This design comes from an exercise in tuning for small area on the open sky130 flow, not from production work. Where RTL was checked, it was by simulation tests only, not by an equivalence proof against the original. Power is estimated from default activity; no workload was simulated.

==> flow/design.v <==
`timescale 1ns/1ns
package rv_pkg;
    localparam int XLEN        = 32;
    localparam int REG_ADDR_W  = 5;
    localparam int DMEM_WORDS  = 64;
    localparam int DMEM_ADDR_W = $clog2(DMEM_WORDS);
    typedef logic [XLEN-1:0]       word_t;
    typedef logic [REG_ADDR_W-1:0] reg_addr_t;
    typedef enum logic [6:0] {
        OP_REG    = 7'b0110011,
        OP_IMM    = 7'b0010011,
        OP_LOAD   = 7'b0000011,
        OP_STORE  = 7'b0100011,
        OP_BRANCH = 7'b1100011
    } opcode_e;
    typedef enum logic [3:0] {
        ALU_ADD = 4'd0,
        ALU_SUB = 4'd1,
        ALU_AND = 4'd2,
        ALU_OR  = 4'd3,
        ALU_XOR = 4'd4,
        ALU_SLT = 4'd5,
        ALU_SLL = 4'd6,
        ALU_SRL = 4'd7
    } alu_op_e;
    localparam word_t NOP_INSTR = 32'h0000_0013;
endpackage
`timescale 1ns/1ns
`timescale 1ns/1ns
`timescale 1ns/1ns
`timescale 1ns/1ns
`timescale 1ns/1ns
module rv_core (
    input  logic        clk,
    input  logic        reset,
    output logic [31:0] instr_addr,
    input  logic [31:0] instr_data,
    output logic        wb_valid,
    output logic [4:0]  wb_rd,
    output logic [31:0] wb_data
);
    logic [2:0]  phase;
    logic        rot;       
    logic        clr;       
    logic [9:0]  pc;        
    logic [31:0] T;         
    logic [7:0]  X;         
    logic        carry;
    logic        flag;
    logic        wbv;
    logic [4:0]  wbrd;
    logic [31*32-1:0] rf;   
    logic L, hp;
    assign hp = (phase == 3'd7) ? L : ~L;
    logic [64*32-1:0] dm;
    logic [6:0] opc;
    logic [4:0] rd, rs1, rs2;
    logic [2:0] f3;
    assign opc = instr_data[6:0];
    assign rd  = instr_data[11:7];
    assign f3  = instr_data[14:12];
    assign rs1 = instr_data[19:15];
    assign rs2 = instr_data[24:20];
    logic is_r, is_i, is_ld, is_st, is_br, is_alu;
    logic op_sll, op_srl, op_slt, op_sub, two_rot, wr_rd;
    assign is_r   = (opc == 7'b0110011);
    assign is_i   = (opc == 7'b0010011);
    assign is_ld  = (opc == 7'b0000011);
    assign is_st  = (opc == 7'b0100011);
    assign is_br  = (opc == 7'b1100011);
    assign is_alu = is_r | is_i;
    assign op_sll = is_alu & (f3 == 3'b001);
    assign op_srl = is_alu & (f3 == 3'b101);
    assign op_slt = is_alu & (f3 == 3'b010);
    assign op_sub = (is_r & (f3 == 3'b000) & instr_data[30]) | op_slt;
    assign two_rot = op_sll | op_srl | op_slt | is_ld | is_st;
    assign wr_rd  = (is_alu | is_ld) & (rd != 5'd0);
    logic [31:0] imm;
    logic [3:0]  I;
    assign imm = is_st ? {{20{instr_data[31]}}, instr_data[31:25], instr_data[11:7]}
                       : {{20{instr_data[31]}}, instr_data[31:20]};
    assign I = imm[{phase, 2'b00} +: 4];
    logic [31:0][3:0] rhead;
    logic [63:0][3:0] mhead;
    always_comb begin
        rhead[0] = {4{hp}};
        for (int k = 1; k < 32; k++) rhead[k] = rf[(k-1)*32 +: 4];
        for (int k = 0; k < 64; k++) mhead[k] = dm[k*32 +: 4];
    end
    logic [4:0] baddr;
    logic [3:0] A, B, M, OPB;
    assign baddr = (op_sll & rot) ? rd : rs2;
    assign A   = rhead[rs1] ^ {4{hp}};
    assign B   = rhead[baddr] ^ {4{hp}};
    assign M   = mhead[X[7:2]] ^ {4{hp}};
    assign OPB = is_r ? B : I;
    logic [3:0] bb, sum;
    logic       cin, cout;
    assign bb  = op_sub ? ~OPB : OPB;
    assign cin = (phase == 3'd0) ? op_sub : carry;
    assign {cout, sum} = {1'b0, A} + {1'b0, bb} + {4'd0, cin};
    logic lt, neq, acc, taken;
    assign lt    = (A[3] ^ OPB[3]) ? A[3] : sum[3];
    assign neq   = (A != B);
    assign acc   = ((phase == 3'd0) ? 1'b0 : flag) | neq;
    assign taken = is_br & (acc ^ ~f3[0]);
    logic [4:0]  s, t;
    logic [31:0] V;
    logic [63:0] VV;
    logic [3:0]  rot4, sh;
    logic [5:0]  pos;
    assign s   = {(phase == 3'd1 && !rot) ? OPB[0] : X[4], X[3:0]};
    assign t   = op_sll ? (5'd0 - s) : s;
    assign V   = {T[31:4], op_sll ? A : T[3:0]};
    assign VV  = {V, V};
    assign rot4 = VV[t +: 4];
    assign pos = {1'b0, phase, 2'b00};
    always_comb begin
        for (int i = 0; i < 4; i++) begin
            if (op_sll) sh[i] = rot4[i] & ((pos + 6'(i)) >= {1'b0, s});
            else        sh[i] = rot4[i] & ((pos + 6'(i) + {1'b0, s}) <= 6'd31);
        end
    end
    logic [3:0] R;
    always_comb begin
        if (is_ld)                R = M;
        else if (is_st)           R = B;
        else if (op_sll | op_srl) R = sh;
        else if (op_slt)          R = {3'b000, flag & (phase == 3'd0)};
        else begin
            case (f3)
                3'b100:  R = A ^ OPB;
                3'b110:  R = A | OPB;
                3'b111:  R = A & OPB;
                default: R = sum;
            endcase
        end
    end
    logic rd_time, reg_we, mem_we;
    always_comb begin
        if (op_sll)                   rd_time = rot ? (phase == 3'd0) : (phase != 3'd0);
        else if (two_rot)             rd_time = rot;
        else                          rd_time = !rot;
    end
    assign reg_we = wr_rd & rd_time & ~clr;
    assign mem_we = is_st & rot & ~clr;
    logic [3:0] Wq;
    logic [4:0] rdq;
    logic       rwq, mwq, clrq;
    always_ff @(posedge clk) begin
        Wq   <= (clr ? 4'd0 : R) ^ {4{~(L ^ (phase == 3'd7))}};
        rdq  <= rd;
        rwq  <= reg_we;
        mwq  <= mem_we;
        clrq <= clr;
    end
    genvar g;
    generate
        for (g = 1; g < 32; g++) begin : g_rf
            logic we;
            logic [31:0] r;
            assign we = clrq | (rwq & (rdq == 5'(g)));
            always_ff @(posedge clk)
                r <= {r[3:0], ~(we ? Wq : r[31:28]), r[27:4]};
            assign rf[(g-1)*32 +: 32] = r;
        end
        for (g = 0; g < 64; g++) begin : g_dm
            logic we;
            logic [31:0] r;
            assign we = clrq | (mwq & (X[7:2] == 6'(g)));
            always_ff @(posedge clk)
                r <= {r[3:0], ~(we ? Wq : r[31:28]), r[27:4]};
            assign dm[g*32 +: 32] = r;
        end
    endgenerate
    logic [3:0] ttail;
    assign ttail = ((op_sll | op_srl) & !rot) ? A :
                   (op_sll & rot & (phase != 3'd0)) ? B : R;
    logic last;
    assign last = (phase == 3'd7) & (rot | ~two_rot) & ~clr;
    logic [9:0] pc_next;
    assign pc_next = pc + (taken ? {instr_data[7], instr_data[30:25], instr_data[11:9]} : 10'd1);
    always_ff @(posedge clk) begin
        T    <= {ttail, T[31:4]};
        wbrd <= rd;
        carry <= cout;
        if (is_br)               flag <= acc;
        else if (phase == 3'd7)  flag <= lt;
        if (!rot && phase == 3'd0) X[3:0] <= (is_ld | is_st) ? sum : OPB;
        if (!rot && phase == 3'd1) X[7:4] <= (is_ld | is_st) ? sum : OPB;
    end
    always_ff @(posedge clk) begin
        if (reset) begin
            phase <= 3'd0;
            rot   <= 1'b0;
            clr   <= 1'b1;
            pc    <= 10'd0;
            wbv   <= 1'b0;
            L     <= 1'b0;
        end else begin
            phase <= phase + 3'd1;
            L     <= L ^ (phase == 3'd7);
            wbv   <= last & wr_rd;
            if (clr) begin
                if (phase == 3'd7) clr <= 1'b0;
            end else begin
                if (phase == 3'd7) rot <= two_rot & ~rot;
                if (last) pc <= pc_next;
            end
        end
    end
    assign instr_addr = {20'd0, pc, 2'b00};
    assign wb_valid   = wbv;
    assign wb_rd      = wbrd;
    assign wb_data    = T;
endmodule
export LEC_CHECK = 0
export ABC_AREA = 1
export CAP_MARGIN = 20
export CORE_MARGIN = 2
export CORE_UTILIZATION = 40
export CTS_CLUSTER_DIAMETER = 100
export CTS_CLUSTER_SIZE = 30
export SLEW_MARGIN = 20
create_clock -name core_clock -period 10.0 [get_ports {clk}]
run.sh (not shown) runs the stock make flow with config.mk's settings and CLKGATE_MAP_FILE= SYNTH_SCRIPT=/design/flow/synth_recipe.tcl, a recipe that flattens the netlist after the stock synthesis.
The first run completed without violations.
==> next run, changes <==
CORE_UTILIZATION = 65   (was 40)
Outcome:
- design area falls by 1.6%
- fmax goes down by 3.6%
- hold slack improved by 0.087 ns
- area after synthesis is unchanged
- first-iteration DRC count rises by 12%
- utilization went up by 26 points
- final cell count came out lower by 12%
- die area went down by 38%
- setup slack degrades by 0.26 ns
- wire length decreases by 3.4%
- count of clock-buffer cells in the layout is lower by 2
No run of this note included a check of the RTL's function; only the layout flow was run.

* * *

Another version of the RTL of rv_core (not shown whole).
Size: roughly 4700 cells after synthesis, about 3100 flip-flops, ~100 I/O pins, ~72000 um2 of cells after synthesis.
==> flow/config.mk <==
export PLATFORM = sky130hd
export DESIGN_NAME = rv_core
export DESIGN_NICKNAME = rv_core
export VERILOG_FILES = /design/flow/design.v
export SDC_FILE = /design/flow/constraint.sdc
export NUM_CORES = 4
export LEC_CHECK = 0
export ABC_AREA = 1
export CAP_MARGIN = 20
export CORE_MARGIN = 2
export CORE_UTILIZATION = 72
export SLEW_MARGIN = 20
==> flow/constraint.sdc <==
create_clock -name core_clock -period 10.0 [get_ports {clk}]
set_input_delay 2.0000 -clock core_clock [delete_from_list [all_inputs] [get_ports {clk}]]
set_output_delay 2.0000 -clock core_clock [all_outputs]
set_load 0.01 [all_outputs]
standard.sh (not shown) runs the stock make flow with config.mk's settings and CLKGATE_MAP_FILE= SYNTH_SCRIPT=/design/flow/synth_recipe.tcl, a recipe that flattens the netlist after the stock synthesis.
==> flow/flow/run.sh <==
#!/bin/bash
# Own layout flow: the standard flow (standard.sh) with these changes.
#  1. Synthesis: the standard flow's own synthesis script, with ABC's mapping script
#     replaced by flow/area.abc (area-oriented), and adders left to ABC
#     (no extract_fa). Registers are untouched.
#  2. Port buffers: the smallest buffer cell.
#  3. CTS: clkbuf_8 sink clusters and no dummy loads. The clusters start
#     large; if the finished layout's largest flip-flop clock-pin slew is
#     above SLEW_OK_PS, CTS and routing are redone with smaller clusters.
# Each tool's output goes to its own log in this folder and in orfs/logs.
set -euo pipefail
W=$PWD
SLEW_OK_PS=116
{ cat "$W/flow/abc_override.tcl"; cat "$W/synth_recipe.tcl"; } > "$W/my_synth.tcl"
export MY_ABC_SCRIPT="$W/flow/area.abc"
export BUFFER_PORTS_ARGS="-buffer_cell sky130_fd_sc_hd__buf_1"
export RES="$W/orfs/results/$FLOW_PLATFORM/rv_core/base"
export LIB="$FLOW_HOME/platforms/$FLOW_PLATFORM/lib/sky130_fd_sc_hd__tt_025C_1v80.lib"
CTS_BASE="-sink_clustering_enable -repair_clock_nets -dont_use_dummy_load -buf_list sky130_fd_sc_hd__clkbuf_8"
LADDER=("-sink_clustering_size 20 -sink_clustering_max_diameter 60"
        "-sink_clustering_size 16 -sink_clustering_max_diameter 50"
        "-sink_clustering_size 12 -sink_clustering_max_diameter 40")
for i in 0 1 2; do
  export CTS_ARGS="$CTS_BASE ${LADDER[$i]}"
  if [[ $i -gt 0 ]]; then
    bash "$W/standard.sh" SYNTH_SCRIPT="$W/my_synth.tcl" clean_cts clean_route clean_finish > "$W/clean_$i.log" 2>&1
  fi
  bash "$W/standard.sh" SYNTH_SCRIPT="$W/my_synth.tcl" finish > "$W/standard_$i.log" 2>&1
  openroad -no_init -exit "$W/flow/clk_slew.tcl" > "$W/clk_slew_$i.log" 2>&1 || true
  slew=$(awk '/^CLKSLEW_PS/ {print $2}' "$W/clk_slew_$i.log")
  echo "attempt $i: CTS_ARGS=$CTS_ARGS clock-pin slew ${slew:-unknown} ps"
  if [[ -n "$slew" ]] && awk -v s="$slew" -v ok="$SLEW_OK_PS" 'BEGIN { exit !(s <= ok) }'; then
    break
  fi
done
==> flow/flow/clk_slew.tcl <==
# Largest slew at any flip-flop clock pin of the finished layout, in ps,
# with the parasitics ORFS extracted in its finish step.
set R $::env(RES)
read_liberty $::env(LIB)
read_db $R/6_final.odb
read_sdc $R/6_final.sdc
read_spef $R/6_final.spef
set mx 0
foreach p [get_pins -hierarchical */CLK] {
  set s [get_property $p slew_max]
  if {$s > $mx} { set mx $s }
}
puts "CLKSLEW_PS [expr {$mx * 1000.0}]"
Other scripts of this flow, unchanged in this note and not shown: flow/flow/abc_override.tcl, flow/flow/area.abc
Then changed:
--- a/flow/flow/run.sh
+++ b/flow/flow/run.sh
@@ -13 +13 @@
-SLEW_OK_PS=116
+SLEW_OK_PS=118
@@ -20,0 +21,2 @@
+        "-sink_clustering_size 18 -sink_clustering_max_diameter 55"
+        "-sink_clustering_size 17 -sink_clustering_max_diameter 50"
@@ -23 +25 @@
-for i in 0 1 2; do
+for i in 0 1 2 3 4; do
Settings changed: CORE_UTILIZATION 72 to 65.
After rerunning:
- area after synthesis stays the same
- core utilization drops by 7.7 points
- count of clock-buffer cells in the layout falls by 22
- setup slack degrades by 0.35 ns
- wire length decreases by 3.8%
- via count came out lower by 2.4%
- design area stays flat
- sequential share of layout area came out higher by 0.14 points
- power is lower by 1.4%
- clock power fell by 4.7%
Then changed:
Settings changed: CORE_UTILIZATION 65 to 72.
The changed run ran to the end with no violations.
Cell count decreases by 2.0%.
Worst hold slack hardly moves.
Design area barely changes.
Utilization rose by 7.4 points.
Setup slack gets better by 0.17 ns.
Routed wire length is higher by 3.0%.
Via count rises by 2.2%.
Non-clock buffer count drops by 3.
First-iteration DRC count went up by 31%.
Then changed:
==> flow/flow/run.sh (replaced) <==
#!/bin/bash
# Own layout flow: the standard flow (standard.sh) with two changes.
#  1. Synthesis: the standard flow's own synthesis script, with ABC's mapping script
#     replaced by flow/area.abc (area-oriented), and adders left to ABC
#     (no extract_fa). Registers are untouched.
#  2. CTS: larger sink clusters and no dummy loads.
#  3. Port buffers: the smallest buffer cell.
# Each tool's output goes to its own log in this folder and in orfs/logs.
set -euo pipefail
W=$PWD
{ cat "$W/flow/abc_override.tcl"; cat "$W/synth_recipe.tcl"; } > "$W/my_synth.tcl"
export MY_ABC_SCRIPT="$W/flow/area.abc"
export BUFFER_PORTS_ARGS="-buffer_cell sky130_fd_sc_hd__buf_1"
export CTS_ARGS="-sink_clustering_enable -repair_clock_nets -dont_use_dummy_load -sink_clustering_size 20 -sink_clustering_max_diameter 60 -buf_list sky130_fd_sc_hd__clkbuf_8"
bash "$W/standard.sh" SYNTH_SCRIPT="$W/my_synth.tcl" finish > "$W/standard.log" 2>&1
removed: flow/flow/clk_slew.tcl
Effect: The new run went through all stages and came out clean; sequential power stays flat; worst setup slack gets better by 0.18 ns; total power falls by 1.1%; synthesized cell count does not change.

* * *

rv_core again, from the RTL that the note above started with.
Settings: LEC_CHECK=0, ABC_AREA=1, CAP_MARGIN=20, CORE_MARGIN=2, CORE_UTILIZATION=72, SLEW_MARGIN=20; clock period 10.0 ns.
==> flow/flow/run.sh <==
#!/bin/bash
# Own layout flow: the standard flow (standard.sh) with two changes.
#  1. Synthesis: the standard flow's own synthesis script, with ABC's mapping script
#     replaced by flow/area.abc (area-oriented). Registers are untouched.
#  2. CTS: larger sink clusters and no dummy loads.
#  3. Port buffers: the smallest buffer cell.
# Each tool's output goes to its own log in this folder and in orfs/logs.
set -euo pipefail
W=$PWD
{ cat "$W/flow/abc_override.tcl"; cat "$W/synth_recipe.tcl"; } > "$W/my_synth.tcl"
export MY_ABC_SCRIPT="$W/flow/area.abc"
export BUFFER_PORTS_ARGS="-buffer_cell sky130_fd_sc_hd__buf_1"
export CTS_ARGS="-sink_clustering_enable -repair_clock_nets -dont_use_dummy_load -sink_clustering_size 20 -sink_clustering_max_diameter 60 -buf_list sky130_fd_sc_hd__clkbuf_8"
bash "$W/standard.sh" SYNTH_SCRIPT="$W/my_synth.tcl" finish > "$W/standard.log" 2>&1
==> flow/flow/abc_override.tcl <==
# Replace the script of every ABC run with flow/area.abc (area-oriented mapping,
# no buffering or sizing: the layout flow repairs drive strengths later).
proc abc {args} {
  set i [lsearch -exact $args -script]
  if {$i >= 0} { set args [lreplace $args $i [expr {$i + 1}] -script $::env(MY_ABC_SCRIPT)] }
  set j [lsearch -exact $args -D]
  if {$j >= 0} { set args [lreplace $args $j [expr {$j + 1}]] }
  yosys abc {*}$args
}
==> flow/flow/area.abc <==
strash
balance
rewrite
refactor
balance
rewrite
rewrite -z
balance
refactor -z
rewrite -z
balance
dch -f
amap
topo
Next try:
CORE_UTILIZATION = 65   (was 72)
Result:
- die area increases by 11%
- via count fell by 1.7%
- non-clock buffer count went up by 2
- fmax decreases by 1.4%
- power hardly moves

afterwards: timing with drivers on the ports:
The flow's constraints put no driver on any port. The routed layouts listed below were extracted and timed again, unchanged, in two steps. Step 1 assumes that a clkbuf_16 drives the clock port and a buf_2 every other input. Step 2 times the ports against the registers' clock, not the clock port: input delays grow and output delays shrink by t, the midpoint of the rising clock arrivals with the driver on. Slacks: ideal / step 1 / step 2; pairs: ideal / step 1.
run	shift t [ns]	slack for setup (ns)	worst setup path after step 2	latest minus earliest clock arrival (ns)	slew at the worst register clock pin (ns)
the first run of note 1	0.849	3.077 / 3.132 / 2.283	input to register	0.117 / 0.118	0.12 / 0.12
the second run of note 1	0.814	2.819 / 2.824 / 2.010	input to register	0.039 / 0.039	0.12 / 0.12
the first run of note 2	0.921	1.157 / 1.202 / 0.281	input to register	0.124 / 0.124	0.10 / 0.10
the second run of note 2	0.909	0.812 / 0.841 / -0.068	input to register	0.090 / 0.089	0.11 / 0.11
the third run of note 2	0.912	0.986 / 1.030 / 0.117	input to register	0.111 / 0.111	0.11 / 0.11
the fourth run of note 2	0.898	1.163 / 1.207 / 0.308	input to register	0.138 / 0.139	0.13 / 0.13
the first run of note 3	0.924	1.119 / 1.138 / 0.214	input to register	0.082 / 0.082	0.12 / 0.12
the second run of note 3	0.895	0.989 / 1.009 / 0.114	input to register	0.122 / 0.123	0.12 / 0.12
Met with ideal ports but missed after step 2: setup timing in the second run of note 2. For the first run of note 3, which loses most, drivers alone change the setup slack by +0.019 ns; drivers and shift together by -0.905 ns.
